This is an optimization exercise on Yosys and OpenROAD, whose aim is small area, a short achievable clock period and few clock cycles per item, not a production implementation.
At most, simulation tests tie the RTL to the original design; equivalence was not proved.
For run 3, only the layout was checked, not whether the RTL still works.

==> flow/design.v <==
package instr_register_pkg;
  typedef enum logic [2:0] {
    ZERO  = 3'd0,
    PASSA = 3'd1,
    PASSB = 3'd2,
    ADD   = 3'd3,
    SUB   = 3'd4,
    MULT  = 3'd5,
    DIV   = 3'd6,
    MOD   = 3'd7
  } opcode_t;
  typedef logic signed [31:0] operand_t;
  typedef logic [4:0]         address_t;
  typedef logic signed [63:0] result_t;
  typedef struct packed {
    opcode_t  opc;
    operand_t op_a;
    operand_t op_b;
    result_t  res;
  } instruction_t;
  typedef enum logic [2:0] {
    ST_IDLE = 3'd0,
    ST_READ = 3'd1,
    ST_EXEC = 3'd2,
    ST_OUT  = 3'd3,
    ST_FIN  = 3'd4
  } exec_state_t;
  function automatic result_t sext_operand(input operand_t op);
    sext_operand = {{32{op[31]}}, op};
  endfunction
endpackage
module instr_add32 #(
  parameter int FAST = 0
) (
  input  logic [31:0] x,
  input  logic [31:0] y,
  input  logic        ci,
  output logic [31:0] s,
  output logic        co
);
  logic [32:0] c;
  logic [31:0] p, g;
  assign c[0] = ci;
  assign p    = x ^ y;
  assign g    = x & y;
  genvar i;
  generate
    for (i = 0; i < 32 - FAST; i = i + 1) begin : g_rip
      assign s[i]   = x[i] ^ y[i] ^ c[i];
      assign c[i+1] = (x[i] & y[i]) | (x[i] & c[i]) | (y[i] & c[i]);
    end
    for (i = 32 - FAST; i < 32; i = i + 2) begin : g_cla
      assign c[i+1] = g[i] | (p[i] & c[i]);
      assign c[i+2] = g[i+1] | (p[i+1] & g[i]) | (p[i+1] & p[i] & c[i]);
      assign s[i]   = p[i] ^ c[i];
      assign s[i+1] = p[i+1] ^ c[i+1];
    end
  endgenerate
  assign co = c[32];
endmodule
module instr_step #(
  parameter int FAST = 0
) (
  input  logic        mul,
  input  logic [31:0] x,
  input  logic [31:0] b,
  input  logic        one,
  input  logic        two,
  input  logic [31:0] yo,
  input  logic        yos,
  input  logic        neg,
  input  logic        dbit,
  output logic [31:0] xo,
  output logic [1:0]  pb,
  output logic        q,
  output logic [31:0] s,
  output logic        s32
);
  logic [31:0] y, t;
  logic        y32, co, c33, t32, t33;
  assign y   = (({32{one}} & b) | ({32{two}} & {b[30:0], 1'b0}) | yo) ^ {32{neg}};
  assign y32 = ((b[31] & (one | two)) | yos) ^ neg;
  instr_add32 #(.FAST(FAST)) u_add (.x(x), .y(y), .ci(neg), .s(t), .co(co));
  assign t32 = x[31] ^ y32 ^ co;
  assign c33 = (x[31] & y32) | (x[31] & co) | (y32 & co);
  assign t33 = x[31] ^ y32 ^ c33;
  assign q   = co;
  assign pb  = t[1:0];
  assign s   = t;
  assign s32 = t32;
  assign xo  = mul ? {t33, t32, t[31:2]} : {(co ? t[30:0] : x[30:0]), dbit};
endmodule
module instr_sel2 (
  input  logic         s,
  input  logic [24:0]  a1,
  input  logic [24:0]  a0,
  output logic [24:0]  y
);
  assign y = s ? a1 : a0;
endmodule
module instr_sel4 (
  input  logic         s,
  input  logic [2:0]   opc,
  input  logic [5:0]   a11,
  input  logic [5:0]   a10,
  input  logic [5:0]   a01,
  input  logic [5:0]   a00,
  output logic [5:0]   y
);
  logic f;
  assign f = opc[2] & (opc[1] | opc[0]);
  assign y = s ? (f ? a11 : a10) : (f ? a01 : a00);
endmodule
module instr_exec_seq
#(
  parameter int DIV_EN = 1
) (
  input  logic         clk,
  input  logic         reset_n,
  input  logic         start,
  input  instr_register_pkg::address_t     start_addr,
  input  logic [5:0]   count,
  output instr_register_pkg::address_t     read_pointer,
  input  instr_register_pkg::instruction_t instruction_word,
  output logic         busy,
  output logic         done,
  output logic         res_valid,
  input  logic         res_ready,
  output instr_register_pkg::address_t     res_addr,
  output instr_register_pkg::opcode_t      res_opcode,
  output instr_register_pkg::result_t      res_value,
  output logic         res_err
);
  localparam logic [3:0] LAST_DIV = 4'd9;    
  localparam logic [3:0] LAST_MUL = 4'd4;    
  logic [2:0]  cap_opc;
  logic [31:0] cap_a;
  logic [31:0] cap_b;
  logic        cap_ok;      
  logic [5:0]  to_issue;    
  logic        it;          
  logic        post;        
  logic [3:0]  cnt;
  logic [3:0]  ext;         
  logic        bprev;       
  logic [63:0] w;
  logic [4:0]  rp;
  logic        busy_q, rv, rv_c;
  logic [7:0]  rv_g;
  logic unused_res;
  assign unused_res = ^instruction_word.res;
  assign read_pointer = rp;
  assign res_value    = w;
  logic c_pa, c_pb, c_add, c_sub, c_mul, c_dm, c_isdiv, c_mod;
  logic sa, sb;
  assign c_pa    = (cap_opc == 3'd1);
  assign c_pb    = (cap_opc == 3'd2);
  assign c_add   = (cap_opc == 3'd3);
  assign c_sub   = (cap_opc == 3'd4);
  assign c_mul   = (cap_opc == 3'd5);
  assign c_dm    = cap_opc[2] & cap_opc[1];
  assign c_isdiv = ~cap_opc[0];
  assign c_mod   = c_dm & cap_opc[0];
  assign sa      = cap_a[31];
  assign sb      = cap_b[31];
  logic [31:0] ma, mb;
  logic [32:0] ta, tb;
  assign ma = cap_a ^ {32{sa}};
  assign mb = cap_b ^ {32{sb}};
  assign ta[32] = 1'b0;
  assign tb[32] = 1'b0;
  genvar gi;
  generate
    for (gi = 31; gi >= 0; gi = gi - 1) begin : g_len
      assign ta[gi] = ta[gi+1] | ma[gi];
      assign tb[gi] = tb[gi+1] | mb[gi];
    end
  endgenerate
  logic az, bz, a_lt_b;
  assign az    = ~ta[0] & ~sa;                  
  assign bz    = (~tb[0] & ~sb) || (DIV_EN == 0);  
  assign a_lt_b = |(tb[32:1] & ~ta[31:0]);       
  logic quick;   
  assign quick = c_mul ? (az | bz) : (bz | a_lt_b);
  logic [31:0] pv;
  logic        pneg;
  assign pv   = c_isdiv ? w[35:4] : {1'b0, ext, w[63:37]};
  assign pneg = c_isdiv ? (sa ^ sb) : sa;
  logic        xa, yb, ya, sci;
  logic [31:0] ss;
  logic        s32;
  assign xa  = ~post & (c_pa | c_add | c_sub | (c_mod & ~bz & a_lt_b));
  assign yb  = ~post & (c_pb | c_add | c_sub);
  assign ya  = ~post & c_dm & ~quick;
  assign sci = post ? pneg : (c_sub | (ya & sa));
  logic        last;
  assign last = (cnt == (c_mul ? LAST_MUL : LAST_DIV));
  logic [2:0] m0, m1, m2;    
  logic       mstart;
  logic [6:0] mb7;
  assign mstart = ~it & c_mul & ~quick;
  assign mb7 = it ? {w[5:0], bprev} : {cap_a[5:0], 1'b0};
  assign m0 = mb7[2:0];
  assign m1 = mb7[4:2];
  assign m2 = mb7[6:4];
  logic o0, o1, o2, t0, t1, t2, n0, n1, n2;
  assign o0 = ~c_mul | (m0[1] ^ m0[0]);
  assign o1 = ~c_mul | (m1[1] ^ m1[0]);
  assign o2 = ~c_mul | (m2[1] ^ m2[0]);
  assign t0 = c_mul & (m0[2] ^ m0[1]) & ~(m0[1] ^ m0[0]);
  assign t1 = c_mul & (m1[2] ^ m1[1]) & ~(m1[1] ^ m1[0]);
  assign t2 = c_mul & (m2[2] ^ m2[1]) & ~(m2[1] ^ m2[0]);
  assign n0 = c_mul ? m0[2] : ~sb;
  assign n1 = c_mul ? m1[2] : ~sb;
  assign n2 = c_mul ? m2[2] : ~sb;
  logic [31:0] x0, x1, x2, x3;
  logic [1:0]  p0, p1, p2;
  logic        q0, q1, q2;
  assign x0 = {ext, w[63:36]};
  logic [31:0] sx0, syo;
  logic        one0, two0, neg0;
  assign sx0  = it ? x0 : (xa ? cap_a : 32'd0);
  assign syo  = it ? 32'd0 : ((ya ? cap_a : 32'd0) | (post ? pv : 32'd0));
  assign one0 = (it | mstart) ? o0 : yb;
  assign two0 = (it | mstart) & t0;
  assign neg0 = (it | mstart) ? n0 : sci;
  instr_step u_st0 (.mul(c_mul), .x(sx0), .b(cap_b), .one(one0), .two(two0), .yo(syo), .yos(~it & ya & sa),
                    .neg(neg0), .dbit(it ? w[35] : ss[31]), .xo(x1), .pb(p0), .q(q0), .s(ss), .s32(s32));
  instr_step u_st1 (.mul(c_mul), .x(x1), .b(cap_b), .one(o1), .two(t1), .yo(32'd0), .yos(1'b0),
                    .neg(n1), .dbit(it ? w[34] : ss[30]), .xo(x2), .pb(p1), .q(q1), .s(), .s32());
  instr_step #(.FAST(8)) u_st2 (.mul(c_mul), .x(x2), .b(cap_b), .one(o2), .two(t2), .yo(32'd0), .yos(1'b0),
                    .neg(n2), .dbit(it ? w[33] : ss[29]), .xo(x3), .pb(p2), .q(q2), .s(), .s32());
  logic [30:0] rem;
  logic        fast;
  assign rem  = {ext, w[63:37]};
  assign fast = it & c_dm & (cnt <= 4'd6) & (&(~w[36:28] | tb[9:1])) & (&(~rem | {9'd0, tb[31:10]}));
  logic [67:0] chain;
  assign chain = c_mul ? {x3, p2, p1, p0, w[35:6]}
                       : {x3, w[32:4], q0, q1, q2, w[3:0]};
  logic pending, issue_s, issue_i, issue, finish, consumed;
  logic c_iter;
  assign c_iter   = (c_mul | c_dm) & ~quick;
  assign pending  = busy_q & cap_ok & (to_issue != 6'd0) & ~it & ~post;
  assign issue_s  = pending & ~c_iter;
  assign issue_i  = pending &  c_iter;
  assign issue    = issue_s | issue_i;
  assign finish   = (it & last & c_mul) | post;
  assign consumed = issue_s | finish;
  logic [4:0] rp_inc, rp_dec;
  logic       cap_ld;
  assign rp_inc = rp + 5'd1;
  assign rp_dec = rp - 5'd1;
  assign cap_ld = ~cap_ok | issue_s | finish;
  logic lastbeat;
  assign lastbeat = rv & (to_issue == 6'd0);   
  localparam int NL = 25;
  logic [NL-1:0] late1, late0, late;
  logic          n_ok, n_it, n_rv, n_busy, n_done, n_rvo, n_busyo, n_rvc, go;
  logic [7:0]    n_rvg, wde;
  logic          newres;
  assign newres = issue_s | finish;
  assign late1 = {1'b1, issue_i | (it & ~last), newres, ~lastbeat, lastbeat,
                  newres, ~(res_valid & (to_issue == 6'd0)), {8{newres}}, newres,
                  8'hff, issue};
  assign late0 = {~(issue_s & rv), (issue_i & ~rv) | (it & ~last), rv | newres, 1'b1, 1'b0,
                  res_valid | newres, 1'b1, rv_g | {8{newres}}, rv_c | newres,
                  ~rv_g, issue & ~rv_c};
  instr_sel2 u_late (.s(res_ready), .a1(late1), .a0(late0), .y(late));
  assign {n_ok, n_it, n_rv, n_busy, n_done, n_rvo, n_busyo, n_rvg, n_rvc, wde, go} = late;
  always_ff @(posedge clk or negedge reset_n) begin
    if (!reset_n) begin
      busy_q    <= 1'b0;
      done      <= 1'b0;
      rv        <= 1'b0;
      it        <= 1'b0;
      post      <= 1'b0;
      cap_ok    <= 1'b0;
    end else begin
      if (!busy_q) begin
        it        <= 1'b0;
        post      <= 1'b0;
        cap_ok    <= 1'b0;
        rv        <= 1'b0;
        busy_q    <= start & ~done & (count != 6'd0);
        done      <= start & ~done & (count == 6'd0);
      end else begin
        cap_ok    <= n_ok;
        it        <= n_it;
        post      <= it & last & ~c_mul;
        rv        <= n_rv;
        busy_q    <= n_busy;
        done      <= n_done;
      end
    end
  end
  always_ff @(posedge clk) begin
    if (cap_ld) begin
      cap_opc <= instruction_word.opc;
      cap_a   <= instruction_word.op_a;
      cap_b   <= instruction_word.op_b;
    end
    if (!busy_q) begin
      rp       <= start_addr;
      to_issue <= count;
    end else begin
      if (!n_ok)       rp <= rp_dec;    
      else if (cap_ld) rp <= rp_inc;
      if (go) to_issue <= to_issue - 6'd1;
    end
    if (go) begin
      res_addr   <= rp_dec;
      res_opcode <= instr_register_pkg::opcode_t'(cap_opc);
      res_err    <= c_dm & bz;
    end
    if (issue_i && go) cnt <= 4'd0;
    else if (it)       cnt <= cnt + (fast ? 4'd3 : 4'd1);
  end
  logic [67:0] w_nx;
  logic        bprev_nx;
  always_comb begin
    bprev_nx = it ? w[5] : cap_a[5];
    if (fast)                 w_nx = {rem[21:0], w[36:28], w[27:4], 9'd0, w[3:0]};
    else if (it)              w_nx = chain;
    else if (issue_i && c_dm) w_nx = {x3, ss[28:0], 1'b0, q1, q2, 4'd0};
    else if (issue_i)         w_nx = {x3, p2, p1, p0, {4{cap_a[31]}}, cap_a[31:6]};
    else                      w_nx = {4'd0, {32{s32}}, ss};
  end
  genvar gb;
  generate
    for (gb = 0; gb < 8; gb = gb + 1) begin : g_wb
      always_ff @(posedge clk) begin
        if (wde[gb]) w[8*gb+7:8*gb] <= w_nx[8*gb+7:8*gb];
      end
    end
  endgenerate
  always_ff @(posedge clk) begin
    if (wde[7]) ext   <= w_nx[67:64];
    if (wde[0]) bprev <= bprev_nx;
  end
  always_ff @(posedge clk or negedge reset_n) begin
    if (!reset_n) begin
      busy      <= 1'b0;
      res_valid <= 1'b0;
      rv_g      <= 8'd0;
      rv_c      <= 1'b0;
    end else if (!busy_q) begin
      busy      <= start & ~done & (count != 6'd0);
      res_valid <= 1'b0;
      rv_g      <= 8'd0;
      rv_c      <= 1'b0;
    end else begin
      busy      <= n_busyo;
      res_valid <= n_rvo;
      rv_g      <= n_rvg;
      rv_c      <= n_rvc;
    end
  end
endmodule
==> flow/flow/run.sh <==
#!/bin/bash
set -euo pipefail
bash standard.sh "BUFFER_PORTS_ARGS=-buffer_cell sky130_fd_sc_hd__buf_1" finish > flow_make.log 2>&1
==> flow/standard.sh <==
#!/bin/bash
# synth_recipe.tcl (not shown) runs the flow's synth.tcl, then flattens the netlist and writes it again
# the make line also repeats each setting of config.mk as NAME=value (left out here)
make -C /OpenROAD-flow-scripts/flow DESIGN_CONFIG=/design/flow/config.mk WORK_HOME=/design/flow/orfs CLKGATE_MAP_FILE= SYNTH_SCRIPT=/design/flow/synth_recipe.tcl "${@:-finish}"
==> flow/config.mk <==
export PLATFORM = sky130hd
export DESIGN_NAME = instr_exec_seq
export DESIGN_NICKNAME = instr_exec_seq
export VERILOG_FILES = /design/flow/design.v
export SDC_FILE = /design/flow/constraint.sdc
export NUM_CORES = 8
export LEC_CHECK = 0
export ABC_AREA = 1
export CAP_MARGIN = 20
export CORE_MARGIN = 2
export CORE_UTILIZATION = 50
export PLACE_DENSITY = 0.65
export SLEW_MARGIN = 20
==> flow/constraint.sdc <==
create_clock -name core_clock -period 240.0 [get_ports {clk}]
set_input_delay 48.0000 -clock core_clock [delete_from_list [all_inputs] [get_ports {clk}]]
set_output_delay 48.0000 -clock core_clock [all_outputs]
set_load 0.01 [all_outputs]
==> results.toml, run 1 <==
[detailed_routing]
dr.pass1.iters = 6
drt-met1-wl_um = 29800
dr_wl_met2_um = 31800
viasPerCell = 6.45
highest_layer = "met4"
wl_met3_um = 9670
first_iter_violations = 2822
ant_nets = 0
vias = 17588
drc_errors = 0
route.detailed.wl_per_inst_um = 27.6
wl_um = 75200

[timing]
fin_tns_setup_ns = 0
rsz0062_at_grt = "no"
skew_ns = 0.0214
tightest_slew_ns = 0.975
finalSetupViolCount = 0
whs_ns = 0.520
hold_viol_final = 0
final-max-slew-violation-count = 0
period_minus_slack_ns = 49.42
min_period_over_period = 0.206
timing.fmax_ghz = 0.0202
slew_headroom = 0.348

[clock_tree]
cts_sinks = 177
clkTransAtPathRegs_ns = 0.07
root_buffer = "clkbuf_16"
cts_setup_buffers = 0
cts_made_buffers = 17
htreeDepth = 4
cts_buffer_depth = 2
cts_tree = "yes"
post_cts_resized = 0
clk_latency_ns = 0.47
holdBufCountCts = 0

[worst_setup_path]
cp_max_fo = 7
slowest_delay_ns = 0.75
crit_path_start_kind = "register"
critical_path_class = "register to output port"
cp_slowest_cell = "edfxtp_1"
critical_path_arrival_ns = 1.42
crit_chain = "buf_1"
path_buf_inv = 1
crit_family = "flip-flops"
end_kind = "output port"
required_ns = 192.00

[global_routing]
grt_antenna_before_repair = 2
grt_pass1_wl_um = 109000
track_usage = 0.422
grt_remaining_overflow = 0
grt_max_degree = 68
grt_pass1_vias = 16441

[die]
fp.dieW_um = 188
dieArea_mm2 = 0.0355
rows = 67
pin_count = 227
start_util = 0.507
coreArea_mm2 = 0.0335
die_h_um = 188

[synth]
synth_top_area_cell = "edfxtp_1"
synth_nets = 2427
avgSynthCellArea_um2 = 7.82
async_flop_share = 0.0960
yosysWarnings = 1
yosys.area.top_type_share = 0.276
ys_seq_area_frac = 0.305
synth_edf_count = 156
synthFlopType = "edfxtp_1"
ys_ff_latch = 177
syn_area_mm2 = 0.0170
synthCells = 2175
synth_cell_types = 66
synthTopCellsByArea = "edfxtp_1 (28%), fa_1 (11%), nand2_1 (9.4%)"

[layout]
area_delta_synth_final_pct = 8.12
drive_above_1_share = 0.0553
final_nets = 2517
finish.utilization = 0.548

[place]
dp_hpwl_um = 58200
globalplace.congestion = 1.03
port_buffers = 162

[outcome]
status = "complete, no violations"

[worst_hold_path]
hp-class = "register to register"

[flow_run]
drv_cap = 0
-- registers in the layout, summed over array words and instances, names as in the netlist, 3 cells and up --
signal	count
rp	5
res_addr	5
cap_b	32
ext	4
to_issue	6
cap_a	32
rv_g	8
res_opcode	3
cap_opc	3
w	64
cnt	4
-- kinds of logic after synthesis --
group | share of synthesized area
compound gates | 0.219
xor+xnor | 0.0633
fa+ha+maj | 0.119
buf+inv | 0.100
flops | 0.305
mux | 0.000589
simple gates | 0.193
-- final cells by class --
type                       count  area (µm²)
clock inverter                14         145
fill                        3270       15100
inverter                     292        1100
multi-input combinational   1587       10100
antenna                        1        2.50
tap                          448         561
timing repair buffer         190         820
sequential                   177        5190
clock buffer                  18         439
-- routing by layer --
layer | vias up | track usage
li1 | 7648 | -
met1 | 8360 | 0.585
met2 | 1373 | 0.622
met3 | 207 | 0.0989
met4 | 0 | 0.205
met5 | - | 0
-- cells in the final DEF (no fill, tap or decap), types with 16 or more instances in the layout --
cell,instances
nand2_1,423
inv_1,274
o22ai_1,164
buf_1,161
nor2_1,157
edfxtp_1,156
a21oi_1,139
o21ai_0,109
xor2_1,107
fa_1,93
nand3_1,83
o21ai_1,34
nor3_1,28
o211ai_1,28
buf_4,28
a221oi_1,25
o21bai_1,24
o221ai_1,19
dfrtp_1,17
clkbuf_16,17
a22oi_1,16
-- synth_stat cells, types with 8 or more instances --
library cell	n
o21ai_1	36
o2111ai_1	8
inv_2	12
nor2_1	158
dfrtp_1	17
buf_2	12
inv_1	275
nand4_1	11
nand2_1	425
nand3_1	83
a21oi_1	139
xnor2_1	14
a221oi_1	25
buf_6	13
fa_1	93
o211ai_1	28
buf_1	19
nand2_2	8
nor4_1	8
o22ai_1	164
o21ai_0	109
a22oi_1	16
xor2_1	107
ha_1	13
edfxtp_1	156
nor3_1	28
o21bai_1	24
clkbuf_1	66
o221ai_1	19
-- worst paths after layout --
path / startpoint / end / slack, ns / depth (start not counted)
min reg2reg: cnt[0]$_SDFFE_PP0P_ / cnt[0]$_SDFFE_PP0P_ / 0.52 / 2
min in group asynchronous: reset_n / rv_g[4]$_DFF_PN0_ / 47.51 / 1
min: cnt[0]$_SDFFE_PP0P_ / cnt[0]$_SDFFE_PP0P_ / 0.52 / 2
max reg2reg: cap_a[31]$_DFFE_PP_ / ext[2]$_DFFE_PP_ / 192.21 / 131
max in group asynchronous: reset_n / rv$_DFF_PN0_ / 192.11 / 1
max: w[33]$_DFFE_PP_ / res_value[33] / 190.58 / 1
-- through the flow --
stage                     instances  area [µm²]  setup WS, ns
final                          2727       18400        190.58
after global routing           2726       18400        190.60
after CTS                      2726       18400        190.62
after detailed placement       2694       17800        190.32
after global placement         2694       17800        190.31
after floorplan                2175       17000        190.89
Testbench counts, summed over its fixed seeds: cycles 17,563, items 6,353.
==> inputs of run 2 (changes only) <==
--- a/flow/design.v
+++ b/flow/design.v
@@ -234,6 +234,8 @@
   logic        fast;
   assign rem  = {ext, w[63:37]};
   assign fast = it & c_dm & (cnt <= 4'd6) & (&(~w[36:28] | tb[9:1])) & (&(~rem | {9'd0, tb[31:10]}));
+  logic        fast27;
+  assign fast27 = it & c_dm & (cnt == 4'd0) & (&(~w[36:10] | tb[27:1])) & (&(~rem | {27'd0, tb[31:28]}));
   logic [67:0] chain;
   assign chain = c_mul ? {x3, p2, p1, p0, w[35:6]}
                        : {x3, w[32:4], q0, q1, q2, w[3:0]};
@@ -313,13 +315,14 @@
       res_err    <= c_dm & bz;
     end
     if (issue_i && go) cnt <= 4'd0;
-    else if (it)       cnt <= cnt + (fast ? 4'd3 : 4'd1);
+    else if (it)       cnt <= cnt + (fast27 ? 4'd9 : fast ? 4'd3 : 4'd1);
   end
   logic [67:0] w_nx;
   logic        bprev_nx;
   always_comb begin
     bprev_nx = it ? w[5] : cap_a[5];
-    if (fast)                 w_nx = {rem[21:0], w[36:28], w[27:4], 9'd0, w[3:0]};
+    if (fast27)               w_nx = {rem[3:0], w[36:10], w[9:4], 27'd0, w[3:0]};
+    else if (fast)            w_nx = {rem[21:0], w[36:28], w[27:4], 9'd0, w[3:0]};
     else if (it)              w_nx = chain;
     else if (issue_i && c_dm) w_nx = {x3, ss[28:0], 1'b0, q1, q2, 4'd0};
     else if (issue_i)         w_nx = {x3, p2, p1, p0, {4{cap_a[31]}}, cap_a[31:6]};
--- a/flow/config.mk
+++ b/flow/config.mk
@@ -5,7 +5,6 @@
 export SDC_FILE = /design/flow/constraint.sdc
 export NUM_CORES = 8
 export LEC_CHECK = 0
-export ABC_AREA = 1
 export CAP_MARGIN = 20
 export CORE_MARGIN = 2
 export CORE_UTILIZATION = 50
==> run 2 against run 1 <==
Compared with the run above: highest routed layer unchanged; critical endpoint is now w[53]$_DFFE_PP_; die area is 5.4% higher; clock-buffer cell count rose by 2; critical path depth grew 123; final area is 6.0% higher.
==> results.toml, run 2 <==
[synth]
synth_top_area_cell = "edfxtp_1"
yosysWarnings = 1
synth.most_common_cell = "a21oi_1"
synth_nets = 2344
async_flop_share = 0.0960
synth_cell_types = 76
synth_edf_count = 156
ys_top_cells_by_count = "a21oi_1 (204), nand2_1 (191), clkbuf_1 (165)"
avgSynthCellArea_um2 = 8.58
syn_area_mm2 = 0.0179
ys_ff_latch = 177
synthFlopType = "edfxtp_1"
synthCells = 2092
ys_seq_area_frac = 0.289
synthTopCellsByArea = "edfxtp_1 (26%), fa_1 (10%), a21oi_1 (5.7%)"
yosys.area.top_type_share = 0.261

[layout]
largest_reg_flops = 64
fillCellCount = 3353
area_delta_synth_final_pct = 8.60
regMostFlops = "w"
multi_input_area_mm2 = 0.0118
seq_area_mm2 = 0.00519
final_nets = 2386
largestRegisters = "w x64, cap_a x32, cap_b x32"
drive_above_1_share = 0.0657
most-common-layout-cells = "a21oi_1 (202), nand2_1 (189), buf_1 (161)"
final_cell_area_mm2 = 0.0195
layout_commonest_cell = "a21oi_1"

[global_routing]
grt_remaining_overflow = 0
grt_pass1_wl_um = 119000
track_usage = 0.435
grt_pass1_vias = 17346
grt_antenna_before_repair = 1
grt_max_degree = 79

[timing]
finalSetupViolCount = 0
fin_tns_setup_ns = 0
hold_viol_final = 0
min_period_over_period = 0.208
timing.fmax_ghz = 0.0200
rsz0062_at_grt = "no"
tightest_slew_ns = 1.25
final-max-slew-violation-count = 0
period_minus_slack_ns = 49.92
skew_ns = 0.0191
slew_headroom = 0.164

[place]
dp_hpwl_um = 59100
globalplace.congestion = 1.06
placed_area_mm2 = 0.0189
port_buffers = 162

[detailed_routing]
route.detailed.wl_per_inst_um = 31.9
drc_errors = 0
first_iter_violations = 3335
vias = 18766
dr.pass1.iters = 6
ant_nets = 0
viasPerCell = 7.19
wl_um = 83200

[worst_setup_path]
critical_path_class = "register to register"
required_ns = 240.16
crit_path_start_kind = "register"
cpMostUsedCell = "fa_1"
critical_path_arrival_ns = 50.08
cp_slowest_cell = "inv_2"
cp_max_fo = 66
end_kind = "register"
slowest_delay_ns = 0.63

[die]
die_h_um = 193
fp.dieW_um = 193
start_util = 0.506
coreArea_mm2 = 0.0355
dieArea_mm2 = 0.0374
rows = 69
pin_count = 227

[clock_tree]
cts_buffer_depth = 2
holdBufCountCts = 0
post_cts_resized = 0
clkTransAtPathRegs_ns = 0.07
htreeDepth = 4
cts_tree = "yes"
root_buffer = "clkbuf_16"
cts_made_buffers = 17
cts_sinks = 177
cts_setup_buffers = 0
clk_latency_ns = 0.47

[worst_hold_path]
hp-class = "register to register"

[flow_run]
drv_cap = 0

[outcome]
status = "complete, no violations"
run 2: worst max-delay path: cells and delay by family, from the launching register on:
family,cells,cell delay [ns]
and+or+nand+nor,13,3.62
adders and majority gates,85,39.45
DFF,1,0.33
AOI/OAI and AO/OA,13,2.34
buffers and inverters,10,3.31
xor gates and xnor gates,3,0.44
run 2: stage by stage:
stage                     hold WS (ns)  std cells  utilization  setup slack [ns]
after floorplan                  0.424       2092            -            190.64
after global placement           0.462       2576        0.532            190.12
after detailed placement         0.487       2576        0.532            190.11
after CTS                        0.497       2608        0.549            190.28
after global routing             0.534       2608        0.549            188.48
final                            0.491       2610        0.549            190.08
run 2: area by class of cell:
type | instances | area share
Clock buffer | 20 | 0.0240
Sequential cell | 177 | 0.267
Timing Repair Buffer | 224 | 0.0552
Antenna cell | 2 | 0.000257
Inverter | 56 | 0.0108
Clock inverter | 12 | 0.00693
Multi-Input combinational cell | 1658 | 0.607
Tap cell | 461 | 0.0296
run 2: cells by family (layout without fill, tap and decap cells):
kind of cell             count (synthesis)  in the layout  share of synthesized area
buffers and inverters                  257            312                     0.0565
XOR/XNOR                               145            145                     0.0708
other                                    0              2                          0
AND/OR/NAND/NOR                        605            605                      0.161
AO/OA/AOI/OAI                          716            716                      0.261
multiplexers                            84             84                     0.0473
adder cells (fa/ha/maj)                108            108                      0.114
flip-flops                             177            177                      0.289
run 2: final timing paths:
kind	depth (start not counted)	from	endpoint	slack, ns
setup / recovery	124	cap_b[31]$_DFFE_PP_	w[53]$_DFFE_PP_	190.08
hold / removal	1	done$_DFF_PN0_	done$_DFF_PN0_	0.49
setup reg to reg	124	cap_b[31]$_DFFE_PP_	w[53]$_DFFE_PP_	190.08
hold reg to reg	1	done$_DFF_PN0_	done$_DFF_PN0_	0.49
max in group asynchronous	1	reset_n	it$_DFF_PN0_	192.15
min in group asynchronous	1	reset_n	it$_DFF_PN0_	47.48
run 2: per-layer routing:
metal  global-route usage  vias to the layer above  part of all wire
met5                    0                        -                 0
li1                     -                     7808                 -
met2                0.615                     1671              0.41
met3                0.149                      347              0.16
met1                0.570                     8940              0.36
met4                0.273                        0             0.073
Testbench counts of run 2, summed over its fixed seeds: cycles 16,953, items 6,353.
==> inputs of run 3 (changes only) <==
--- a/flow/design.v
+++ b/flow/design.v
@@ -92,9 +92,9 @@
 endmodule
 module instr_sel2 (
   input  logic         s,
-  input  logic [24:0]  a1,
-  input  logic [24:0]  a0,
-  output logic [24:0]  y
+  input  logic [18:0]  a1,
+  input  logic [18:0]  a0,
+  output logic [18:0]  y
 );
   assign y = s ? a1 : a0;
 endmodule
@@ -146,7 +146,7 @@
   logic [63:0] w;
   logic [4:0]  rp;
   logic        busy_q, rv, rv_c;
-  logic [7:0]  rv_g;
+  logic [1:0]  rv_g;        
   logic unused_res;
   assign unused_res = ^instruction_word.res;
   assign read_pointer = rp;
@@ -234,8 +234,6 @@
   logic        fast;
   assign rem  = {ext, w[63:37]};
   assign fast = it & c_dm & (cnt <= 4'd6) & (&(~w[36:28] | tb[9:1])) & (&(~rem | {9'd0, tb[31:10]}));
-  logic        fast27;
-  assign fast27 = it & c_dm & (cnt == 4'd0) & (&(~w[36:10] | tb[27:1])) & (&(~rem | {27'd0, tb[31:28]}));
   logic [67:0] chain;
   assign chain = c_mul ? {x3, p2, p1, p0, w[35:6]}
                        : {x3, w[32:4], q0, q1, q2, w[3:0]};
@@ -255,17 +253,17 @@
   assign cap_ld = ~cap_ok | issue_s | finish;
   logic lastbeat;
   assign lastbeat = rv & (to_issue == 6'd0);   
-  localparam int NL = 25;
+  localparam int NL = 19;
   logic [NL-1:0] late1, late0, late;
   logic          n_ok, n_it, n_rv, n_busy, n_done, n_rvo, n_busyo, n_rvc, go;
-  logic [7:0]    n_rvg, wde;
+  logic [1:0]    n_rvg, wde;
   logic          newres;
   assign newres = issue_s | finish;
   assign late1 = {1'b1, issue_i | (it & ~last), newres, ~lastbeat, lastbeat,
-                  newres, ~(res_valid & (to_issue == 6'd0)), {8{newres}}, newres,
-                  8'hff, issue};
+                  newres, ~(res_valid & (to_issue == 6'd0)), {2{newres}}, newres,
+                  2'b11, issue};
   assign late0 = {~(issue_s & rv), (issue_i & ~rv) | (it & ~last), rv | newres, 1'b1, 1'b0,
-                  res_valid | newres, 1'b1, rv_g | {8{newres}}, rv_c | newres,
+                  res_valid | newres, 1'b1, rv_g | {2{newres}}, rv_c | newres,
                   ~rv_g, issue & ~rv_c};
   instr_sel2 u_late (.s(res_ready), .a1(late1), .a0(late0), .y(late));
   assign {n_ok, n_it, n_rv, n_busy, n_done, n_rvo, n_busyo, n_rvg, n_rvc, wde, go} = late;
@@ -315,14 +313,13 @@
       res_err    <= c_dm & bz;
     end
     if (issue_i && go) cnt <= 4'd0;
-    else if (it)       cnt <= cnt + (fast27 ? 4'd9 : fast ? 4'd3 : 4'd1);
+    else if (it)       cnt <= cnt + (fast ? 4'd3 : 4'd1);
   end
   logic [67:0] w_nx;
   logic        bprev_nx;
   always_comb begin
     bprev_nx = it ? w[5] : cap_a[5];
-    if (fast27)               w_nx = {rem[3:0], w[36:10], w[9:4], 27'd0, w[3:0]};
-    else if (fast)            w_nx = {rem[21:0], w[36:28], w[27:4], 9'd0, w[3:0]};
+    if (fast)                 w_nx = {rem[21:0], w[36:28], w[27:4], 9'd0, w[3:0]};
     else if (it)              w_nx = chain;
     else if (issue_i && c_dm) w_nx = {x3, ss[28:0], 1'b0, q1, q2, 4'd0};
     else if (issue_i)         w_nx = {x3, p2, p1, p0, {4{cap_a[31]}}, cap_a[31:6]};
@@ -332,24 +329,24 @@
   generate
     for (gb = 0; gb < 8; gb = gb + 1) begin : g_wb
       always_ff @(posedge clk) begin
-        if (wde[gb]) w[8*gb+7:8*gb] <= w_nx[8*gb+7:8*gb];
+        if (wde[gb/4]) w[8*gb+7:8*gb] <= w_nx[8*gb+7:8*gb];
       end
     end
   endgenerate
   always_ff @(posedge clk) begin
-    if (wde[7]) ext   <= w_nx[67:64];
+    if (wde[1]) ext   <= w_nx[67:64];
     if (wde[0]) bprev <= bprev_nx;
   end
   always_ff @(posedge clk or negedge reset_n) begin
     if (!reset_n) begin
       busy      <= 1'b0;
       res_valid <= 1'b0;
-      rv_g      <= 8'd0;
+      rv_g      <= 2'd0;
       rv_c      <= 1'b0;
     end else if (!busy_q) begin
       busy      <= start & ~done & (count != 6'd0);
       res_valid <= 1'b0;
-      rv_g      <= 8'd0;
+      rv_g      <= 2'd0;
       rv_c      <= 1'b0;
     end else begin
       busy      <= n_busyo;
--- a/flow/config.mk
+++ b/flow/config.mk
@@ -5,6 +5,7 @@
 export SDC_FILE = /design/flow/constraint.sdc
 export NUM_CORES = 8
 export LEC_CHECK = 0
+export ABC_AREA = 1
 export CAP_MARGIN = 20
 export CORE_MARGIN = 2
 export CORE_UTILIZATION = 50
==> run 3 against run 2 <==
Compared with the run above: final cell count up 3.2%; fmax up 0.78%; clock-buffer cell count increased by 1; largest cell class unchanged.
==> results.toml, run 3 <==
[synth]
yosysWarnings = 1
synthCells = 2142
ys_top_cells_by_count = "nand2_1 (385), inv_1 (264), edfxtp_1 (156)"
synthTopCellsByArea = "edfxtp_1 (28%), fa_1 (11%), nand2_1 (8.6%)"
synth_top_area_cell = "edfxtp_1"
syn_area_mm2 = 0.0168
yosys.area.top_type_share = 0.279
synthFlopType = "edfxtp_1"
synth_nets = 2394
synth_cell_types = 68
async_flop_share = 0.0643
ys_ff_latch = 171
ys_seq_area_frac = 0.300
avgSynthCellArea_um2 = 7.84
synth_edf_count = 156
synth.most_common_cell = "nand2_1"

[layout]
seq_area_mm2 = 0.00504
regMostFlops = "w"
largest_reg_flops = 64
drive_above_1_share = 0.0597
largestRegisters = "w x64, cap_a x32, cap_b x32"
fillCellCount = 3226
layout_commonest_cell = "nand2_1"
area_delta_synth_final_pct = 8.44
final_nets = 2483
multi_input_area_mm2 = 0.0102
final_cell_area_mm2 = 0.0182
most-common-layout-cells = "nand2_1 (381), inv_1 (261), buf_1 (162)"

[place]
port_buffers = 162
placed_area_mm2 = 0.0176
place_ws_ns = 190.21
globalplace.congestion = 1.01
dp_hpwl_um = 57300

[timing]
hold_viol_final = 0
fin_tns_setup_ns = 0
tightest_slew_ns = 1.09
skew_ns = 0.0181
period_minus_slack_ns = 49.53
finalSetupViolCount = 0
timing.fmax_ghz = 0.0202
fin_ws_ns = 190.47
final-max-slew-violation-count = 0
min_period_over_period = 0.206
rsz0062_at_grt = "no"
slew_headroom = 0.269
whs_ns = 0.510

[global_routing]
grt_pass1_wl_um = 111000
grt_max_degree = 68
grt_remaining_overflow = 0
grt_antenna_before_repair = 3
grt_pass1_vias = 16804
track_usage = 0.435

[die]
dieArea_mm2 = 0.0351
start_util = 0.505
die_h_um = 187
fp.dieW_um = 187
rows = 67
pin_count = 227
coreArea_mm2 = 0.0333

[worst_setup_path]
slowest_delay_ns = 0.85
critical_path_class = "register to output port"
crit_family = "flip-flops"
cp_max_fo = 4
r2r_slack_ns = 191.27
path_buf_inv = 1
end_kind = "output port"
required_ns = 192.00
crit_path_start_kind = "register"
critical_path_arrival_ns = 1.53
cp_slowest_cell = "edfxtp_1"
crit_chain = "buf_1"

[clock_tree]
holdBufCountCts = 0
cts_sinks = 171
post_cts_resized = 0
cts_made_buffers = 17
cts_buffer_depth = 2
root_buffer = "clkbuf_16"
cts_setup_buffers = 0
clkTransAtPathRegs_ns = 0.07
cts_tree = "yes"
clk_latency_ns = 0.47
htreeDepth = 4

[detailed_routing]
wl_um = 76700
dr.pass1.iters = 6
drc_errors = 0
first_iter_violations = 2770
route.detailed.wl_per_inst_um = 28.5
viasPerCell = 6.55
ant_nets = 0
vias = 17647

[outcome]
status = "complete, no violations"

[flow_run]
drv_cap = 0

[worst_hold_path]
hp-class = "register to register"
run 3: cell count changes after synthesis, sizes merged, moves of 33 or more:
cell	before	now
nor2b	35	0
o21ai	154	187
xor2	49	88
and3	44	4
nand3	33	93
a22o	35	0
clkbuf	165	71
nand2	191	397
o22ai	17	149
a22oi	99	17
mux2i	78	1
a21oi	204	154
xnor2	96	33
inv	53	275
run 3: cell type report:
type | instances | share of cell area
Sequential cell | 171 | 0.277
Tap cell | 448 | 0.0308
Inverter | 276 | 0.0574
Antenna cell | 1 | 0.000137
Multi-Input combinational cell | 1575 | 0.558
Timing Repair Buffer | 190 | 0.0449
Clock inverter | 11 | 0.00543
Clock buffer | 21 | 0.0265
run 3: logic make-up (layout without fill, tap and decap cells):
kind of cell,Yosys count,after routing,synth area share
flops,171,171,0.300
buf+inv,396,498,0.0967
simple gates,719,719,0.191
other cells,0,1,0
xor+xnor,121,121,0.0635
mux,2,2,0.00127
fa+ha+maj,106,106,0.121
compound gates,627,627,0.227
run 3: worst paths after layout:
check / startpoint / endpoint / cells past startpoint
worst max-delay path: w[38]$_DFFE_PP_ / res_value[38] / 1
worst min register to register: cnt[0]$_SDFFE_PP0P_ / cnt[0]$_SDFFE_PP0P_ / 2
max in group asynchronous: reset_n / rv_g[1]$_DFF_PN0_ / 1
min in group asynchronous: reset_n / rv_g[0]$_DFF_PN0_ / 1
worst max register to register: cap_b[30]$_DFFE_PP_ / w[59]$_DFFE_PP_ / 129
worst min-delay path: cnt[0]$_SDFFE_PP0P_ / cnt[0]$_SDFFE_PP0P_ / 2
run 3: per-layer routing:
| layer | wire length [µm] | GRT usage |
|---|---|---|
| met2 | 32500 | 0.648 |
| met3 | 11300 | 0.154 |
| met4 | 4180 | 0.211 |
| met1 | 28700 | 0.562 |
| met5 | 13 | 0 |
run 3: per-stage QoR:
stage / util / instances
finish: 0.547 / 2693
global route: 0.547 / 2692
CTS: 0.547 / 2692
detailed placement: 0.530 / 2660
floorplan: - / 2142
global placement: 0.530 / 2660
==> inputs of run 4 (changes only) <==
--- a/flow/design.v
+++ b/flow/design.v
@@ -134,7 +134,8 @@
   localparam logic [3:0] LAST_DIV = 4'd9;    
   localparam logic [3:0] LAST_MUL = 4'd4;    
   logic [2:0]  cap_opc;
-  logic [31:0] cap_a;
+  logic [31:0] cap_a;       
+  logic        sa_q;        
   logic [31:0] cap_b;
   logic        cap_ok;      
   logic [5:0]  to_issue;    
@@ -185,7 +186,7 @@
   logic [31:0] pv;
   logic        pneg;
   assign pv   = c_isdiv ? w[35:4] : {1'b0, ext, w[63:37]};
-  assign pneg = c_isdiv ? (sa ^ sb) : sa;
+  assign pneg = c_isdiv ? (sa_q ^ sb) : sa_q;
   logic        xa, yb, ya, sci;
   logic [31:0] ss;
   logic        s32;
@@ -262,7 +263,7 @@
   assign late1 = {1'b1, issue_i | (it & ~last), newres, ~lastbeat, lastbeat,
                   newres, ~(res_valid & (to_issue == 6'd0)), {2{newres}}, newres,
                   2'b11, issue};
-  assign late0 = {~(issue_s & rv), (issue_i & ~rv) | (it & ~last), rv | newres, 1'b1, 1'b0,
+  assign late0 = {~(issue & rv), (issue_i & ~rv) | (it & ~last), rv | newres, 1'b1, 1'b0,
                   res_valid | newres, 1'b1, rv_g | {2{newres}}, rv_c | newres,
                   ~rv_g, issue & ~rv_c};
   instr_sel2 u_late (.s(res_ready), .a1(late1), .a0(late0), .y(late));
@@ -294,9 +295,9 @@
     end
   end
   always_ff @(posedge clk) begin
+    cap_a <= instruction_word.op_a;
     if (cap_ld) begin
       cap_opc <= instruction_word.opc;
-      cap_a   <= instruction_word.op_a;
       cap_b   <= instruction_word.op_b;
     end
     if (!busy_q) begin
@@ -308,6 +309,7 @@
       if (go) to_issue <= to_issue - 6'd1;
     end
     if (go) begin
+      sa_q       <= sa;
       res_addr   <= rp_dec;
       res_opcode <= instr_register_pkg::opcode_t'(cap_opc);
       res_err    <= c_dm & bz;
--- a/flow/config.mk
+++ b/flow/config.mk
@@ -9,5 +9,7 @@
 export CAP_MARGIN = 20
 export CORE_MARGIN = 2
 export CORE_UTILIZATION = 50
+export CTS_CLUSTER_DIAMETER = 200
+export CTS_CLUSTER_SIZE = 40
 export PLACE_DENSITY = 0.65
 export SLEW_MARGIN = 20
==> run 4 against run 3 <==
Compared with the run above: clock-buffer cell count is 1 lower; die area is 1.9% lower; worst setup slack better by 0.023 ns; first-iteration DRC count hardly changed; final area is 1.6% lower; worst hold slack better by 0.0021 ns; global-route usage is 0.72 points higher; synthesized area is 1.9% lower; critical path type unchanged.
==> results.toml, run 4 <==
[outcome]
status = "complete, no violations"

[timing]
finalSetupViolCount = 0
rsz0062_at_grt = "no"
tightest_slew_ns = 0.956
slew_headroom = 0.360
final-max-slew-violation-count = 0
min_period_over_period = 0.206
hold_viol_final = 0
timing.fmax_ghz = 0.0202
skew_ns = 0.0158
fin_tns_setup_ns = 0
period_minus_slack_ns = 49.51

[global_routing]
grt_max_degree = 59
grt_remaining_overflow = 0
grt_antenna_before_repair = 2
track_usage = 0.442
grt_pass1_wl_um = 108000
grt_pass1_vias = 16112

[worst_setup_path]
slowest_delay_ns = 0.81
crit_family = "flip-flops"
r2r-end = "w[40]$_DFFE_PP_"
r2r_slack_ns = 191.00
end_kind = "output port"
crit_path_start_kind = "register"
r2r-start = "cap_a[31]$_DFF_P_"
critical_path_arrival_ns = 1.51
cp_max_fo = 5
path_buf_inv = 1
rr_worst_depth = 133
cp_slowest_cell = "edfxtp_1"
crit_chain = "buf_1"
critical_path_class = "register to output port"
required_ns = 192.00

[layout]
area_delta_synth_final_pct = 8.83
largestRegisters = "w x64, cap_a x32, cap_b x32"
largest_reg_flops = 64
most-common-layout-cells = "nand2_1 (419), inv_1 (269), buf_1 (162)"
regMostFlops = "w"
final_nets = 2509
drive_above_1_share = 0.0573
finish.utilization = 0.552
layout_commonest_cell = "nand2_1"

[detailed_routing]
first_iter_violations = 2769
route.detailed.wl_per_inst_um = 27.8
vias = 17579
ant_nets = 0
wl_um = 75500
drc_errors = 0
viasPerCell = 6.48
dr.pass1.iters = 9

[worst_hold_path]
min_to = "cnt[1]$_SDFFE_PP0P_"
hold_start = "cnt[1]$_SDFFE_PP0P_"
hp-class = "register to register"
min_path_cells = 2

[synth]
synth_cell_types = 60
ys_top_cells_by_count = "nand2_1 (421), inv_1 (271), nor2_1 (160)"
ys_ff_latch = 172
ys_seq_area_frac = 0.288
synthTopCellsByArea = "edfxtp_1 (23%), fa_1 (11%), nand2_1 (9.6%)"
synth_edf_count = 125
avgSynthCellArea_um2 = 7.62
synth.most_common_cell = "nand2_1"
synth_top_area_cell = "edfxtp_1"
yosysWarnings = 1
yosys.area.top_type_share = 0.228
synth_nets = 2414
synthCells = 2161
synthFlopType = "edfxtp_1"
syn_area_mm2 = 0.0165
async_flop_share = 0.0640

[die]
dieArea_mm2 = 0.0344
die_h_um = 185
rows = 66
coreArea_mm2 = 0.0325
start_util = 0.507
pin_count = 227
fp.dieW_um = 185

[place]
globalplace.congestion = 1.03
port_buffers = 162
dp_hpwl_um = 56400

[clock_tree]
cts_made_buffers = 17
cts_buffer_depth = 2
cts_sinks = 172
cts_setup_buffers = 0
holdBufCountCts = 0
post_cts_resized = 0
cts_tree = "yes"
clk_latency_ns = 0.48
root_buffer = "clkbuf_16"
htreeDepth = 4
clkTransAtPathRegs_ns = 0.07

[flow_run]
drv_cap = 0
[run 4: cell families (layout without fill, tap and decap cells)]
kind of cell / after synthesis / after routing / synth area share
AND/OR/NAND/NOR: 743 / 743 / 0.192
AO/OA/AOI/OAI: 611 / 611 / 0.225
buffers and inverters: 406 / 514 / 0.101
flip-flops: 172 / 172 / 0.288
XOR/XNOR: 121 / 121 / 0.0684
adder cells (fa/ha/maj): 107 / 107 / 0.124
multiplexers: 1 / 1 / 0.000608
other: 0 / 2 / 0
[run 4: worst max path at each step]
stage	endpoint	depth (start not counted)	slack [ns]	startpoint
floorplan	ext[0]$_DFFE_PP_	2	190.74	res_ready
global placement	cnt[1]$_SDFFE_PP0P_	6	190.01	res_ready
CTS	cnt[1]$_SDFFE_PP0P_	6	190.45	res_ready
detailed placement	cnt[1]$_SDFFE_PP0P_	6	189.96	res_ready
global route	w[40]$_DFFE_PP_	133	189.49	cap_a[31]$_DFF_P_
finish	res_value[36]	1	190.49	w[36]$_DFFE_PP_
[run 4: cell type report]
class                   instances  area (µm²)
diodes                          2        5.00
clock buffers                  20         467
flip-flops and latches        172        4750
repair buffers                196         863
well taps                     442         553
clock inverters                12         120
multi-input cells            1583       10100
inverters                     286        1080
fillers                      3156       14500
[run 4: per-stage QoR]
step | hold slack [ns] | instance area, µm² | instances | worst slack [ns]
floorplan | 0.409 | 16500 | 2161 | 190.74
global placement | 0.491 | 17300 | 2679 | 190.01
detailed placement | 0.506 | 17300 | 2679 | 189.96
CTS | 0.517 | 17900 | 2711 | 190.45
global route | 0.544 | 17900 | 2711 | 189.49
finish | 0.512 | 17900 | 2713 | 190.49
[run 4: metal layers]
metal  vias to the layer above  share of wire  GRT usage
li1                       7543              -          -
met1                      8323           0.37      0.583
met2                      1428           0.42      0.646
met3                       283           0.14      0.135
met4                         2          0.069      0.245
met5                         -        0.00017          0
Testbench counts of run 4, summed over its fixed seeds: cycles 17,563, items 6,353.
==> inputs of run 5 (changes only) <==
--- a/flow/config.mk
+++ b/flow/config.mk
@@ -10,6 +10,6 @@
 export CORE_MARGIN = 2
 export CORE_UTILIZATION = 50
 export CTS_CLUSTER_DIAMETER = 200
-export CTS_CLUSTER_SIZE = 40
+export CTS_CLUSTER_SIZE = 70
 export PLACE_DENSITY = 0.65
 export SLEW_MARGIN = 20
==> run 5 against run 4 <==
Compared with the run above: sequential share of layout area unchanged; still clean on timing, DRC and antenna; final area stayed put; critical endpoint unchanged; clock-buffer cell count did not move; via count unchanged; global-route usage is the same; wire length did not move.
==> results.toml, run 5 <==
[outcome]
status = "complete, no violations"

[flow_run]
drv_cap = 0

[worst_setup_path]
path_buf_inv = 1
crit_chain = "buf_1"
required_ns = 192.00
crit_family = "flip-flops"
crit_path_start_kind = "register"
critical_path_class = "register to output port"
cp_slowest_cell = "edfxtp_1"
cp_max_fo = 5
critical_path_arrival_ns = 1.51
end_kind = "output port"
slowest_delay_ns = 0.81

[clock_tree]
clkTransAtPathRegs_ns = 0.07
clk_latency_ns = 0.48
cts_made_buffers = 17
htreeDepth = 4
post_cts_resized = 0
root_buffer = "clkbuf_16"
cts_setup_buffers = 0
holdBufCountCts = 0
cts_buffer_depth = 2
cts_sinks = 172
cts_tree = "yes"

[layout]
final_nets = 2509
largestRegisters = "w x64, cap_a x32, cap_b x32"
most-common-layout-cells = "nand2_1 (419), inv_1 (269), buf_1 (162)"
drive_above_1_share = 0.0573
regMostFlops = "w"
largest_reg_flops = 64
layout_commonest_cell = "nand2_1"
fillCellCount = 3156
area_delta_synth_final_pct = 8.83

[global_routing]
grt_max_degree = 59
track_usage = 0.442
grt_pass1_wl_um = 108000
grt_pass1_vias = 16112
grt_antenna_before_repair = 2
grt_remaining_overflow = 0

[synth]
yosys.area.top_type_share = 0.228
synth_top_family_by_area = "compound AO/OA/AOI/OAI gates"
synth.most_common_cell = "nand2_1"
synth_edf_count = 125
yosys.area_share.simple = 0.192
syn_area_mm2 = 0.0165
synth_nets = 2414
synthAdderAreaFrac = 0.124
synthTopCellsByArea = "edfxtp_1 (23%), fa_1 (11%), nand2_1 (9.6%)"
synthCells = 2161
synth_compound_area_frac = 0.225
async_flop_share = 0.0640
synth_top_area_cell = "edfxtp_1"
ys_top_cells_by_count = "nand2_1 (421), inv_1 (271), nor2_1 (160)"
ys_ff_latch = 172
avgSynthCellArea_um2 = 7.62
ys_seq_area_frac = 0.288
yosysWarnings = 1
synth_cell_types = 60
muxShareOfSynthArea = 0.000608
synthXorXnorAreaFrac = 0.0684
synthFlopType = "edfxtp_1"

[die]
dieArea_mm2 = 0.0344
pin_count = 227
coreArea_mm2 = 0.0325
die_h_um = 185
start_util = 0.507
fp.dieW_um = 185
rows = 66

[detailed_routing]
route.detailed.wl_per_inst_um = 27.8
ant_nets = 0
vias = 17579
dr.pass1.iters = 9
drc_errors = 0
first_iter_violations = 2769
viasPerCell = 6.48
wl_um = 75500

[timing]
fin_tns_setup_ns = 0
hold_viol_final = 0
timing.fmax_ghz = 0.0202
whs_ns = 0.512
final-max-slew-violation-count = 0
finalSetupViolCount = 0
rsz0062_at_grt = "no"
tightest_slew_ns = 0.956
skew_ns = 0.0158
period_minus_slack_ns = 49.51
min_period_over_period = 0.206
slew_headroom = 0.360

[place]
port_buffers = 162
globalplace.congestion = 1.03
dp_hpwl_um = 56400

[worst_hold_path]
hp-class = "register to register"
run 5: cell counts after synthesis:
No cell type changed its count.
run 5: stage by stage:
step / setup WS, ns / instance area [µm²] / std cells / utilization
5_1_grt: 189.49 / 17900 / 2711 / 0.552
4_1_cts: 190.45 / 17900 / 2711 / 0.552
2_1_floorplan: 190.74 / 16500 / 2161 / -
3_5_place_dp: 189.96 / 17300 / 2679 / 0.534
6_report: 190.49 / 17900 / 2713 / 0.552
3_3_place_gp: 190.01 / 17300 / 2679 / 0.534
run 5: area by class of cell:
class,count,area (µm²),share of cell area
Antenna cell,2,5.00,0.000279
Multi-Input combinational cell,1583,10100,0.563
Timing Repair Buffer,196,863,0.0482
Sequential cell,172,4750,0.265
Tap cell,442,553,0.0309
Clock buffer,20,467,0.0260
Inverter,286,1080,0.0600
Clock inverter,12,120,0.00670
run 5: per-layer routing:
metal,up-vias,global-route usage,wire length [µm]
li1,7543,-,-
met1,8323,0.583,28300
met2,1428,0.646,31400
met3,283,0.135,10600
met4,2,0.245,5190
met5,-,0,13
run 5: worst register-to-register path, delay by kind of cell (launching register included):
kind            cells  cell delay (ns)
fa+ha+maj          85            39.60
simple gates       22             3.28
buf+inv            14             3.25
compound gates     11             2.12
flops               1             0.30
xor+xnor            1             0.21
run 5: cells by family (layout without fill, tap and decap cells):
kind of cell    count (synthesis)  in the layout
simple gates                  743            743
compound gates                611            611
buf+inv                       406            514
flops                         172            172
xor+xnor                      121            121
fa+ha+maj                     107            107
mux                             1              1
other cells                     0              2
run 5: worst paths after layout:
check / slack [ns] / from / end / depth (start not counted)
min in group asynchronous: 47.52 / reset_n / done$_DFF_PN0_ / 1
hold reg to reg: 0.51 / cnt[1]$_SDFFE_PP0P_ / cnt[1]$_SDFFE_PP0P_ / 2
max in group asynchronous: 192.05 / reset_n / cap_ok$_DFF_PN0_ / 1
setup reg to reg: 191.00 / cap_a[31]$_DFF_P_ / w[40]$_DFFE_PP_ / 133
setup / recovery: 190.49 / w[36]$_DFFE_PP_ / res_value[36] / 1
hold / removal: 0.51 / cnt[1]$_SDFFE_PP0P_ / cnt[1]$_SDFFE_PP0P_ / 2
==> inputs of run 6 (changes only) <==
==> flow/config.mk (replaced) <==
export PLATFORM = sky130hd
export DESIGN_NAME = instr_exec_seq
export DESIGN_NICKNAME = instr_exec_seq
export VERILOG_FILES = /design/flow/design.v
export SDC_FILE = /design/flow/constraint.sdc
export NUM_CORES = 8
export LEC_CHECK = 0
export CAP_MARGIN = 20
export CORE_MARGIN = 2
export CORE_UTILIZATION = 50
export PLACE_DENSITY = 0.65
export SLEW_MARGIN = 20
==> run 6 against run 5 <==
Compared with the run above: sequential share of layout area fell by 1.3 points; non-clock buffer count rose by 9; still clean; highest routed layer unchanged; critical endpoint is now res_value[28]; core utilization fell by 0.66 points; fmax barely moved; clock-buffer cell count fell by 3; synthesized area rose by 6.8%; global-route usage fell by 1.8 points.
==> results.toml, run 6 <==
[outcome]
status = "complete, no violations"

[clock_tree]
cts_tree = "yes"
cts_setup_buffers = 0
root_buffer = "clkbuf_16"
cts_sinks = 172
clkTransAtPathRegs_ns = 0.08
post_cts_resized = 0
cts_buffer_depth = 2
clk_latency_ns = 0.46
cts_made_buffers = 17
holdBufCountCts = 0
htreeDepth = 4

[layout]
final_cell_area_mm2 = 0.0189
largest_reg_flops = 64
final_nets = 2228
area_delta_synth_final_pct = 7.40
stdcell_count = 2445
drive_above_1_share = 0.0739
regMostFlops = "w"
largestRegisters = "w x64, cap_a x32, cap_b x32"
layout_commonest_cell = "buf_1"
most-common-layout-cells = "buf_1 (162), nand2_1 (152), nor2_1 (142)"

[die]
coreArea_mm2 = 0.0346
fp.dieW_um = 192
dieArea_mm2 = 0.0367
die_h_um = 192
rows = 68
pin_count = 227
start_util = 0.508

[timing]
final-max-slew-violation-count = 0
slew_headroom = 0.341
finalSetupViolCount = 0
tightest_slew_ns = 0.986
period_minus_slack_ns = 49.47
timing.fmax_ghz = 0.0202
hold_viol_final = 0
skew_ns = 0.0152
fin_ws_ns = 190.53
min_period_over_period = 0.206
rsz0062_at_grt = "no"
fin_tns_setup_ns = 0

[synth]
synth.most_common_cell = "nand2_1"
synth_top_area_cell = "edfxtp_1"
ys_ff_latch = 172
ys_seq_area_frac = 0.270
avgSynthCellArea_um2 = 9.02
yosys.area.top_type_share = 0.213
synthCells = 1951
synth_nets = 2204
syn_area_mm2 = 0.0176
synthFlopType = "edfxtp_1"
ys_top_cells_by_count = "nand2_1 (152), clkbuf_1 (149), nor2_1 (143)"
synthTopCellsByArea = "edfxtp_1 (21%), fa_1 (11%), xnor2_1 (4.8%)"
yosysWarnings = 1
synth_cell_types = 93
synth_edf_count = 125
async_flop_share = 0.0640

[worst_setup_path]
required_ns = 192.00
end_kind = "output port"
cp_max_fo = 6
cp_slowest_cell = "edfxtp_1"
crit_family = "flip-flops"
path_buf_inv = 1
crit_chain = "buf_1"
crit_path_start_kind = "register"
critical_path_class = "register to output port"
critical_path_arrival_ns = 1.47
slowest_delay_ns = 0.80

[place]
place_ws_ns = 190.20
port_buffers = 162
globalplace.congestion = 1.05
dp_hpwl_um = 55300
placed_cells = 2410
placed_area_mm2 = 0.0183

[detailed_routing]
drt-met1-wl_um = 28500
vias = 17938
viasPerCell = 7.34
dr.pass1.iters = 7
wl_um = 77600
dr_wl_met2_um = 32000
first_iter_violations = 3054
highest_layer = "met5"
drc_errors = 0
route.detailed.wl_per_inst_um = 31.7
ant_nets = 0
wl_met3_um = 11000

[flow_run]
drv_cap = 0

[global_routing]
grt_pass1_wl_um = 113000
grt_pass1_vias = 16998
track_usage = 0.424
grt_remaining_overflow = 0
grt_antenna_before_repair = 2
grt_max_degree = 75

[worst_hold_path]
hp-class = "register to register"
[run 6: changes by cell type after synthesis, moves of 45 or more]
| cell | previous run | this run |
|---|---|---|
| nand2_1 | 421 | 152 |
| inv_1 | 271 | 40 |
| o22ai_1 | 140 | 7 |
| mux2i_1 | 1 | 81 |
| xnor2_1 | 19 | 96 |
| clkbuf_1 | 80 | 149 |
| nand3_1 | 87 | 41 |
| a22oi_1 | 17 | 62 |
| o21ai_1 | 46 | 1 |
[run 6: routing by layer]
metal / track usage / vias up
met2: 0.605 / 1570
met1: 0.547 / 8587
met4: 0.296 / 4
li1: - / 7462
met3: 0.128 / 315
met5: 0 / -
[run 6: final timing paths]
kind	from	end	slack, ns	depth (start not counted)
worst min register to register	done$_DFF_PN0_	done$_DFF_PN0_	0.48	1
worst max-delay path	w[28]$_DFFE_PP_	res_value[28]	190.53	1
min in group asynchronous	reset_n	busy$_DFF_PN0_	47.53	1
worst max register to register	cap_b[31]$_DFFE_PP_	w[42]$_DFFE_PP_	190.99	118
max in group asynchronous	reset_n	it$_DFF_PN0_	192.02	1
worst min-delay path	done$_DFF_PN0_	done$_DFF_PN0_	0.48	1
[run 6: per-stage QoR]
stage,util,hold slack [ns]
after CTS,0.545,0.486
after global placement,0.528,0.464
after global routing,0.546,0.502
after detailed placement,0.528,0.475
after floorplan,-,0.440
final,0.546,0.482
[run 6: layout make-up]
class	instances	area [µm²]
Multi-Input combinational cell	1536	11900
Clock buffer	17	425
Tap cell	455	569
Clock inverter	15	170
Inverter	43	161
Timing Repair Buffer	205	938
Fill cell	3188	15700
Sequential cell	172	4750
Antenna cell	2	5.00
[run 6: cells by family (layout without fill, tap and decap cells)]
family	Yosys count	after routing	synth area share
compound gates	654	654	0.276
xor+xnor	146	146	0.0727
fa+ha+maj	107	107	0.116
buf+inv	243	280	0.0578
flops	172	172	0.270
mux	94	94	0.0544
other cells	0	2	0
simple gates	535	535	0.153
==> inputs of run 7 (changes only) <==
--- a/flow/config.mk
+++ b/flow/config.mk
@@ -5,6 +5,7 @@
 export SDC_FILE = /design/flow/constraint.sdc
 export NUM_CORES = 8
 export LEC_CHECK = 0
+export ABC_AREA = 1
 export CAP_MARGIN = 20
 export CORE_MARGIN = 2
 export CORE_UTILIZATION = 50
==> run 7 against run 6 <==
Compared with the run above: via count decreased by 2.0%; die area is 6.3% lower; non-clock buffer count shrank 9; clock-buffer cell count up 3; critical path type unchanged; largest cell class unchanged; wire length down 2.6%.
==> results.toml, run 7 <==
[detailed_routing]
viasPerCell = 6.48
dr.pass1.iters = 9
first_iter_violations = 2769
drc_errors = 0
wl_um = 75500
ant_nets = 0
vias = 17579
route.detailed.wl_per_inst_um = 27.8

[worst_setup_path]
crit_path_start_kind = "register"
crit_chain = "buf_1"
crit_family = "flip-flops"
slowest_delay_ns = 0.81
cp_max_fo = 5
cp_slowest_cell = "edfxtp_1"
end_kind = "output port"
required_ns = 192.00
critical_path_arrival_ns = 1.51
path_buf_inv = 1
critical_path_class = "register to output port"

[timing]
period_minus_slack_ns = 49.51
tightest_slew_ns = 0.956
fin_tns_setup_ns = 0
skew_ns = 0.0158
final-max-slew-violation-count = 0
slew_headroom = 0.360
timing.fmax_ghz = 0.0202
rsz0062_at_grt = "no"
min_period_over_period = 0.206
hold_viol_final = 0
finalSetupViolCount = 0

[place]
dp_hpwl_um = 56400
placed_cells = 2679
globalplace.congestion = 1.03
port_buffers = 162

[synth]
ys_ff_latch = 172
synth.most_common_cell = "nand2_1"
synth_top_area_cell = "edfxtp_1"
synth_nets = 2414
synth_compound_area_frac = 0.225
async_flop_share = 0.0640
synthAdderAreaFrac = 0.124
muxShareOfSynthArea = 0.000608
avgSynthCellArea_um2 = 7.62
yosys.area_share.simple = 0.192
synthFlopType = "edfxtp_1"
yosys.area.top_type_share = 0.228
synthXorXnorAreaFrac = 0.0684
synth_top_family_by_area = "compound AO/OA/AOI/OAI gates"
synthTopCellsByArea = "edfxtp_1 (23%), fa_1 (11%), nand2_1 (9.6%)"
ys_seq_area_frac = 0.288
synth_cell_types = 60
synth_edf_count = 125
synthCells = 2161
ys_top_cells_by_count = "nand2_1 (421), inv_1 (271), nor2_1 (160)"
yosysWarnings = 1
syn_area_mm2 = 0.0165

[clock_tree]
root_buffer = "clkbuf_16"
cts_tree = "yes"
cts_buffer_depth = 2
post_cts_resized = 0
cts_sinks = 172
htreeDepth = 4
cts_setup_buffers = 0
clk_latency_ns = 0.48
holdBufCountCts = 0
cts_made_buffers = 17
clkTransAtPathRegs_ns = 0.07

[layout]
area_delta_synth_final_pct = 8.83
regMostFlops = "w"
largestRegisters = "w x64, cap_a x32, cap_b x32"
largest_reg_flops = 64
finish.utilization = 0.552
most-common-layout-cells = "nand2_1 (419), inv_1 (269), buf_1 (162)"
fillCellCount = 3156
drive_above_1_share = 0.0573
stdcell_count = 2713
final_nets = 2509
layout_commonest_cell = "nand2_1"

[die]
pin_count = 227
rows = 66
fp.dieW_um = 185
die_h_um = 185
coreArea_mm2 = 0.0325
dieArea_mm2 = 0.0344
start_util = 0.507

[global_routing]
grt_remaining_overflow = 0
grt_pass1_vias = 16112
track_usage = 0.442
grt_max_degree = 59
grt_pass1_wl_um = 108000
grt_antenna_before_repair = 2

[outcome]
status = "complete, no violations"

[flow_run]
drv_cap = 0

[worst_hold_path]
hp-class = "register to register"
run 7: cell count changes after synthesis, sizes merged, moves of 76 or more:
cell	change
inv	+240
mux2i	-80
nand2	+275
o21ai	+96
o22ai	+131
xnor2	-76
run 7: path summary, 6_finish.rpt:
path	from	endpoint	cells past startpoint	slack (ns)
max	w[36]$_DFFE_PP_	res_value[36]	1	190.49
min	cnt[1]$_SDFFE_PP0P_	cnt[1]$_SDFFE_PP0P_	2	0.51
max reg2reg	cap_a[31]$_DFF_P_	w[40]$_DFFE_PP_	133	191.00
min reg2reg	cnt[1]$_SDFFE_PP0P_	cnt[1]$_SDFFE_PP0P_	2	0.51
max in group asynchronous	reset_n	cap_ok$_DFF_PN0_	1	192.05
min in group asynchronous	reset_n	done$_DFF_PN0_	1	47.52
run 7: logic make-up after synthesis:
| group | after synthesis |
|---|---|
| and+or+nand+nor | 743 |
| AOI/OAI and AO/OA | 611 |
| buffers and inverters | 406 |
| DFF | 172 |
| xor gates and xnor gates | 121 |
| adders and majority gates | 107 |
| muxes | 1 |
run 7: cell type report:
cell class,count,area [µm²],share of cell area
Inverter,286,1080,0.0600
Sequential cell,172,4750,0.265
Antenna cell,2,5.00,0.000279
Clock buffer,20,467,0.0260
Clock inverter,12,120,0.00670
Multi-Input combinational cell,1583,10100,0.563
Tap cell,442,553,0.0309
Timing Repair Buffer,196,863,0.0482
run 7: worst min-delay path: cells and delay by family, from the launching register on:
kind               cells  cell delay (ns)
DFF                    1             0.33
AOI/OAI and AO/OA      1             0.05
and+or+nand+nor        1             0.09
run 7: metal layers:
metal,part of all wire,track usage,up-vias
li1,-,-,7543
met1,0.37,0.583,8323
met2,0.42,0.646,1428
met3,0.14,0.135,283
met4,0.069,0.245,2
met5,0.00017,0,-
run 7: through the flow:
step	area [µm²]	worst slack, ns	hold slack (ns)
CTS	17900	190.45	0.517
finish	17900	190.49	0.512
detailed placement	17300	189.96	0.506
global route	17900	189.49	0.544
floorplan	16500	190.74	0.409
global placement	17300	190.01	0.491

[separate check: timing with driven ports]
No port has a modelled driver above. Below, the same layouts with a new extraction and two added sets of constraints. Step 1 assumes that a clkbuf_16 drives the clock port and a buf_2 every other input. Step 2 also shifts input and output timing later by t, the mid clock arrival at the registers, as if the neighbouring blocks saw the same clock. Three values: no drivers, after step 1, after step 2; two values: the first two.
run | shift t [ns] | setup WS [ns] | worst hold slack (ns) | worst setup path at the end | clock arrival spread, ns
run 1 | 0.518 | 190.578 / 190.521 / 190.326 | 0.520 / 0.520 / 0.520 | input to register | 0.021 / 0.022
run 2 | 0.522 | 190.083 / 190.083 / 190.083 | 0.491 / 0.491 / 0.491 | register to register | 0.019 / 0.019
run 3 | 0.518 | 190.471 / 190.419 / 190.142 | 0.510 / 0.510 / 0.510 | input to register | 0.019 / 0.018
run 4 | 0.527 | 190.493 / 190.442 / 190.285 | 0.512 / 0.512 / 0.512 | input to register | 0.016 / 0.016
run 5 | 0.527 | 190.493 / 190.442 / 190.285 | 0.512 / 0.512 / 0.512 | input to register | 0.016 / 0.016
run 6 | 0.508 | 190.533 / 190.478 / 190.318 | 0.482 / 0.482 / 0.482 | input to register | 0.016 / 0.015
run 7 | 0.527 | 190.493 / 190.442 / 190.285 | 0.512 / 0.512 / 0.512 | input to register | 0.016 / 0.016
After both steps every run listed still meets setup and hold. The setup slack of run 3, which loses most, moves by -0.052 ns with the drivers and by -0.329 ns with both steps.
